Context: an optimization exercise on an open-source flow, tuned for small area, a short achievable clock period and few clock cycles per item. The choices shown serve that exercise and are no tape-out recipe. Only simulation tests tie the RTL to the original design; equivalence was not proved. Power figures rest on the tool's default switching activity, not on a simulated workload.

== run A ==
==> flow/design.v (excerpt) <==
module xoshiro_int8_noise_generator_unit (
  input  logic        clk,
  input  logic        rst_n,
  input  logic        cfg_valid,
  output logic        cfg_ready,
  input  logic [63:0] cfg_data,
  input  logic        in_tvalid,
  output logic        in_tready,
  input  logic [15:0] in_tdata,
  input  logic        in_tuser,
  output logic        out_tvalid,
  input  logic        out_tready,
  output logic [7:0]  out_tdata,
  output logic        out_tlast
);
export LEC_CHECK = 0
export ABC_CLOCK_PERIOD_IN_PS = 3000
export CAP_MARGIN = 20
export CORE_MARGIN = 2
export CORE_UTILIZATION = 60
export SLEW_MARGIN = 20
create_clock -name core_clock -period 11.0 [get_ports {clk}]
standard.sh (not shown) runs the stock make flow with config.mk's settings and CLKGATE_MAP_FILE= SYNTH_SCRIPT=/design/flow/synth_recipe.tcl, a recipe that flattens the netlist after the stock synthesis.
==> flow/flow/run.sh <==
#!/bin/bash
export SETUP_SLACK_MARGIN=7.7
export BUFFER_PORTS_ARGS="-buffer_cell sky130_fd_sc_hd__buf_4"
bash standard.sh > standard.log 2>&1
Testbench counts of run A, summed over its fixed seeds: cycles 19,903, bytes 16,560.
The inputs of run B differ from those of run A as listed below.
--- a/flow/design.v
+++ b/flow/design.v
@@ -407,23 +407,23 @@
   output logic [7:0]  out_tdata,
   output logic        out_tlast
 );
   logic        q_v, q_mode;
   logic [3:0]  q_cnt;
   logic [7:0]  q_stream;
   logic        in_rdy_r, cfg_rdy_r;
   logic        q_v_nxt, q_rs_nxt, rst_q;
   logic [3:0]  fin_oh, ld;
   logic [7:0]  nd;
   logic [15:0] dl_oh, dh_oh;
-  logic        f_init4, f_init5, xd2_add, xc2_r;
+  logic        f_init4, xd2_add, xc2_r;
   logic [6:0]  xf_d2;
   logic [63:0] x_top;
   logic [22:0] sum0;
   logic [22:0] sum1;
   logic [21:0] sum2;
   logic [63:0] base_r;
   logic [63:0] s0_r, s1_r, s2_r, s3_r;
   logic        g_act;
   logic [3:0]  g_n;
   logic [2:0]  g_k;
   logic        g_tc;
@@ -713,24 +713,24 @@
   );
   assign tb_in = rs_start ? q_stream[3:0] : ((f_init || f_rest) ? rs_st[7:4] : rs_st[3:0]);
   xng_seed_tab u_seed (
     .d (tb_in),
     .t (tb)
   );
   function automatic logic [63:0] xop(input logic [6:0] f, input logic [19:0] t);
     xop = ({64{f[6]}} & {44'd0, t}) | ({64{f[5]}} & {40'd0, t, 4'd0}) |
           ({64{f[4]}} & ~{44'd0, t}) | ({64{f[3]}} & ~{40'd0, t, 4'd0}) |
           ({64{f[2]}} & GAMMA_C) | ({64{f[1]}} & GAMMA_R) | ({64{f[0]}} & GAMMA);
   endfunction
-  assign xf     = {f_init, f_init2, f_rest, f_rest2, f_init3, f_rest3, f_seed};
-  assign x_add  = rs_go && (|xf);
+  assign xf     = {f_init, f_init2, f_rest, f_rest2, rs_start, f_rest3, f_seed};
+  assign x_add  = rs_start || (rs_go && (|xf));
   assign x_lo   = xop(xf, tb_r);
   assign x_hi   = xop(xf_d, tb_d);
   assign x_top  = xop(xf_d2, tb_d);
   assign sum0   = {1'b0, base_r[21:0]} + {1'b0, x_lo[21:0]};
   assign sum1   = {1'b0, base_r[42:22], 1'b1} + {1'b0, x_hi[42:22], xc_r};
   assign sum2   = {base_r[63:43], 1'b1} + {x_top[63:43], xc2_r};
   always_ff @(posedge clk) begin
     if (!rst_n) begin
       xd_add  <= 1'b0;
       xd2_add <= 1'b0;
     end else begin
@@ -748,23 +748,22 @@
   assign bus   = rfull ^ (rfull >> 31);
   always_ff @(posedge clk) begin
     if (!rst_n) begin
       rs_act <= 1'b0;
       f_init <= 1'b0;
       f_init2 <= 1'b0;
       f_rest <= 1'b0;
       f_rest2 <= 1'b0;
       f_rest3 <= 1'b0;
       f_init3 <= 1'b0;
       f_init4 <= 1'b0;
-      f_init5 <= 1'b0;
       f_seed <= 1'b0;
       f_ma   <= 1'b0;
       f_x27  <= 1'b0;
       f_mb   <= 1'b0;
       f_fin  <= 1'b0;
       fin_oh <= 4'd0;
     end else if (rs_start) begin
       rs_act <= 1'b1;
       f_init <= 1'b1;
     end else if (rs_go) begin
       f_rest  <= f_fin && (rs_i == 2'd2);
@@ -773,25 +772,22 @@
       if (f_init) begin
         f_init  <= 1'b0;
         f_init2 <= 1'b1;
       end else if (f_init2) begin
         f_init2 <= 1'b0;
         f_init3 <= 1'b1;
       end else if (f_init3) begin
         f_init3 <= 1'b0;
         f_init4 <= 1'b1;
       end else if (f_init4) begin
         f_init4 <= 1'b0;
-        f_init5 <= 1'b1;
-      end else if (f_init5) begin
-        f_init5 <= 1'b0;
         f_seed  <= 1'b1;
       end else if (f_seed) begin
         f_seed <= 1'b0;
         f_fin  <= 1'b0;
         f_ma   <= 1'b1;
       end else if (f_ma) begin
         if (rs_cnt == 3'd7) begin
           f_ma  <= 1'b0;
           f_x27 <= 1'b1;
         end
       end else if (f_x27) begin
==> notes.md <==
Run B finished every step from synthesis to the final layout, and the layout passed the timing, DRC and antenna checks.
Diff run A -> run B | non-clock buffer count | decrease of about 10%
out_tdata[1] as the timing endpoint of the critical path was reported by run B, and xc2_r$_DFF_P_ by run A.
Multi-input combinational cell count essentially unchanged between run A and run B.
Count of different cell masters after synthesis (higher): run A
Compared with run A, run B shows a higher fraction of power consumed by combinational cells.
Status: number of nets in the synthesized netlist parity (run A, run B)
Number of flip-flops and latches essentially unchanged between run A and run B.
Testbench counts of run B, summed over its fixed seeds: cycles 19,855, bytes 16,560.

---

## the previous run
xoshiro_int8_noise_generator_unit, a different RTL version from the one above (not shown whole).
Size in the first run: about 4700 cells after synthesis, about 680 flip-flops, ~98 I/O pins, roughly 0.042 mm² of cells after synthesis.
export LEC_CHECK = 0
export ABC_CLOCK_PERIOD_IN_PS = 3000
export CAP_MARGIN = 20
export CORE_MARGIN = 2
export CORE_UTILIZATION = 60
export SLEW_MARGIN = 20
create_clock -name core_clock -period 11.0 [get_ports {clk}]
Scripts as last shown in full above: flow/flow/run.sh
Testbench counts of the previous run, summed over its fixed seeds: cycles 19,855, bytes 16,560.
Input changes introduced in the current run (baseline for comparison: the previous run):
diff --git a/flow/design.v b/flow/design.v
--- a/flow/design.v
+++ b/flow/design.v
@@ -410,17 +410,22 @@
   logic        q_v, q_mode;
   logic [3:0]  q_cnt;
   logic [7:0]  q_stream;
   logic        in_rdy_r, cfg_rdy_r;
   logic        q_v_nxt, q_rs_nxt, rst_q;
   logic [3:0]  fin_oh, ld;
   logic [7:0]  nd;
   logic [15:0] dl_oh, dh_oh;
-  logic        f_init4;
+  logic        f_init4, xd2_add, xc2_r;
+  logic [6:0]  xf_d2;
+  logic [63:0] x_top;
+  logic [22:0] sum0;
+  logic [22:0] sum1;
+  logic [21:0] sum2;
   logic [63:0] base_r;
   logic [63:0] s0_r, s1_r, s2_r, s3_r;
   logic        g_act;
   logic [3:0]  g_n;
   logic [2:0]  g_k;
   logic        g_tc;
   logic [7:0]  g_koh;
   logic        w0;
@@ -439,17 +444,16 @@
   logic [7:0]  ls_r, lc_r, nls, nlc;
   logic        cy_r, pcy;
   logic [7:0]  pbyte;
   logic [63:0] r_r, rfull, x_lo, x_hi;
   logic [19:0] tb, tb_r, tb_d;
   logic [3:0]  tb_in;
   logic [7:0]  rs_st;
   logic [6:0]  xf, xf_d;
-  logic [32:0] lo_sum, hi_sum;
   logic        f_init2, f_init3, f_rest, f_rest2, f_rest3, x_add, xd_add, xc_r;
   logic        rs_go, rs_start, rs_fin, rs_done, rs_s1, g_pre, g_blk;
   logic [63:0] bus;
   assign g_start  = q_v && (q_mode == MODE_GENERATE) && (!rs_act || rs_done || rs_s1) &&
                     (!g_act || g_done);
   assign rs_start = q_v && (q_mode == MODE_RESEED) && !rs_act;
   always_comb begin
     q_v_nxt  = q_v;
@@ -470,18 +474,19 @@
       cfg_rdy_r <= 1'b1;
       base_r    <= '0;
     end else begin
       q_v       <= q_v_nxt;
       in_rdy_r  <= !q_v_nxt;
       cfg_rdy_r <= !q_rs_nxt && !(rs_start || (rs_act && !rs_done));
       if (cfg_valid && cfg_rdy_r) base_r <= cfg_data;
       else begin
-        if (x_add) base_r[31:0] <= lo_sum[31:0];
-        if (xd_add) base_r[63:32] <= hi_sum[32:1];
+        if (x_add) base_r[21:0] <= sum0[21:0];
+        if (xd_add) base_r[42:22] <= sum1[21:1];
+        if (xd2_add) base_r[63:43] <= sum2[21:1];
       end
     end
   end
   always_ff @(posedge clk) begin
     rst_q <= rst_n;
   end
   always_ff @(posedge clk) begin
     if (in_tvalid && in_rdy_r) begin
@@ -599,30 +604,36 @@
     .d (tb_in),
     .t (tb)
   );
   function automatic logic [63:0] xop(input logic [6:0] f, input logic [19:0] t);
     xop = ({64{f[6]}} & {44'd0, t}) | ({64{f[5]}} & {40'd0, t, 4'd0}) |
           ({64{f[4]}} & ~{44'd0, t}) | ({64{f[3]}} & ~{40'd0, t, 4'd0}) |
           ({64{f[2]}} & GAMMA_C) | ({64{f[1]}} & GAMMA_R) | ({64{f[0]}} & GAMMA);
   endfunction
-  assign xf     = {f_init, f_init2, f_rest, f_rest2, f_init3, f_rest3, f_seed};
-  assign x_add  = rs_go && (|xf);
+  assign xf     = {f_init, f_init2, f_rest, f_rest2, rs_start, f_rest3, f_seed};
+  assign x_add  = rs_start || (rs_go && (|xf));
   assign x_lo   = xop(xf, tb_r);
   assign x_hi   = xop(xf_d, tb_d);
-  assign lo_sum = {1'b0, base_r[31:0]} + {1'b0, x_lo[31:0]};
-  assign hi_sum = {base_r[63:32], 1'b1} + {x_hi[63:32], xc_r};
+  assign x_top  = xop(xf_d2, tb_d);
+  assign sum0   = {1'b0, base_r[21:0]} + {1'b0, x_lo[21:0]};
+  assign sum1   = {1'b0, base_r[42:22], 1'b1} + {1'b0, x_hi[42:22], xc_r};
+  assign sum2   = {base_r[63:43], 1'b1} + {x_top[63:43], xc2_r};
   always_ff @(posedge clk) begin
     if (!rst_n) begin
-      xd_add <= 1'b0;
+      xd_add  <= 1'b0;
+      xd2_add <= 1'b0;
     end else begin
-      xd_add <= x_add;
+      xd_add  <= x_add;
+      xd2_add <= xd_add;
     end
-    xf_d <= xf;
-    xc_r <= lo_sum[32];
+    xf_d  <= xf;
+    xf_d2 <= xf_d;
+    xc_r  <= sum0[22];
+    xc2_r <= sum1[22];
     tb_d <= tb_r;
     if (rs_start || (rs_go && (f_init || (f_fin && (rs_i == 2'd2)) || f_rest))) tb_r <= tb;
   end
   assign rfull = {pbyte, r_r[63:8]};
   assign bus   = rfull ^ (rfull >> 31);
   always_ff @(posedge clk) begin
     if (!rst_n) begin
       rs_act <= 1'b0;
--- outcome ---
- Compared with the previous run, the current run shows final design area excluding fillers that has gone down by a few percent.
- Cmp the current run vs the previous run: via count lower in the current run
- Compared to the previous run, the current run has maximum net fanout on the critical path 8 lower.
- Routed wire length of the current run falls short of that of the previous run slightly.
- Looking at number of library cell types mapped by synthesis across the current run and the previous run, the one that comes out higher is the previous run.
- The previous run → the current run: multiplexer share of the synthesized area level; non-filler instance count after layout moved down; standard cell area after detailed placement moved up.
- Between the current run and the previous run, minimum hold slack is higher for the previous run, the current run comes in under that.
Testbench counts of the current run, summed over its fixed seeds: cycles 19,855, bytes 16,560.

==> re-timing with driven ports <==
The flow's constraints put no driver on any port. The routed layouts listed below were extracted and timed again, unchanged, in two steps.
Step 1: set_driving_cell puts a clkbuf_16 on clk and a buf_2 on each other input, an assumption about the parent block.
Step 2, shift: input delay + t, output delay - t, t = (earliest + latest rising clock arrival at the registers) / 2. This alone moves slack from input paths to output paths.
a / b / c = ideal ports / drivers / drivers and shift; a / b = the first two.
run	t (ns)	setup slack, ns	pins driven straight from the clock port
run A	0.682	7.628 / 7.590 / 7.132	1
run B	0.690	7.631 / 7.566 / 7.266	1
the previous run	0.695	7.386 / 7.386 / 7.296	1
the current run	0.699	7.644 / 7.574 / 7.213	1
After both steps setup and hold are still met in every run listed. The setup slack of run A, which loses most, moves by -0.038 ns with the drivers and by -0.496 ns with both steps.
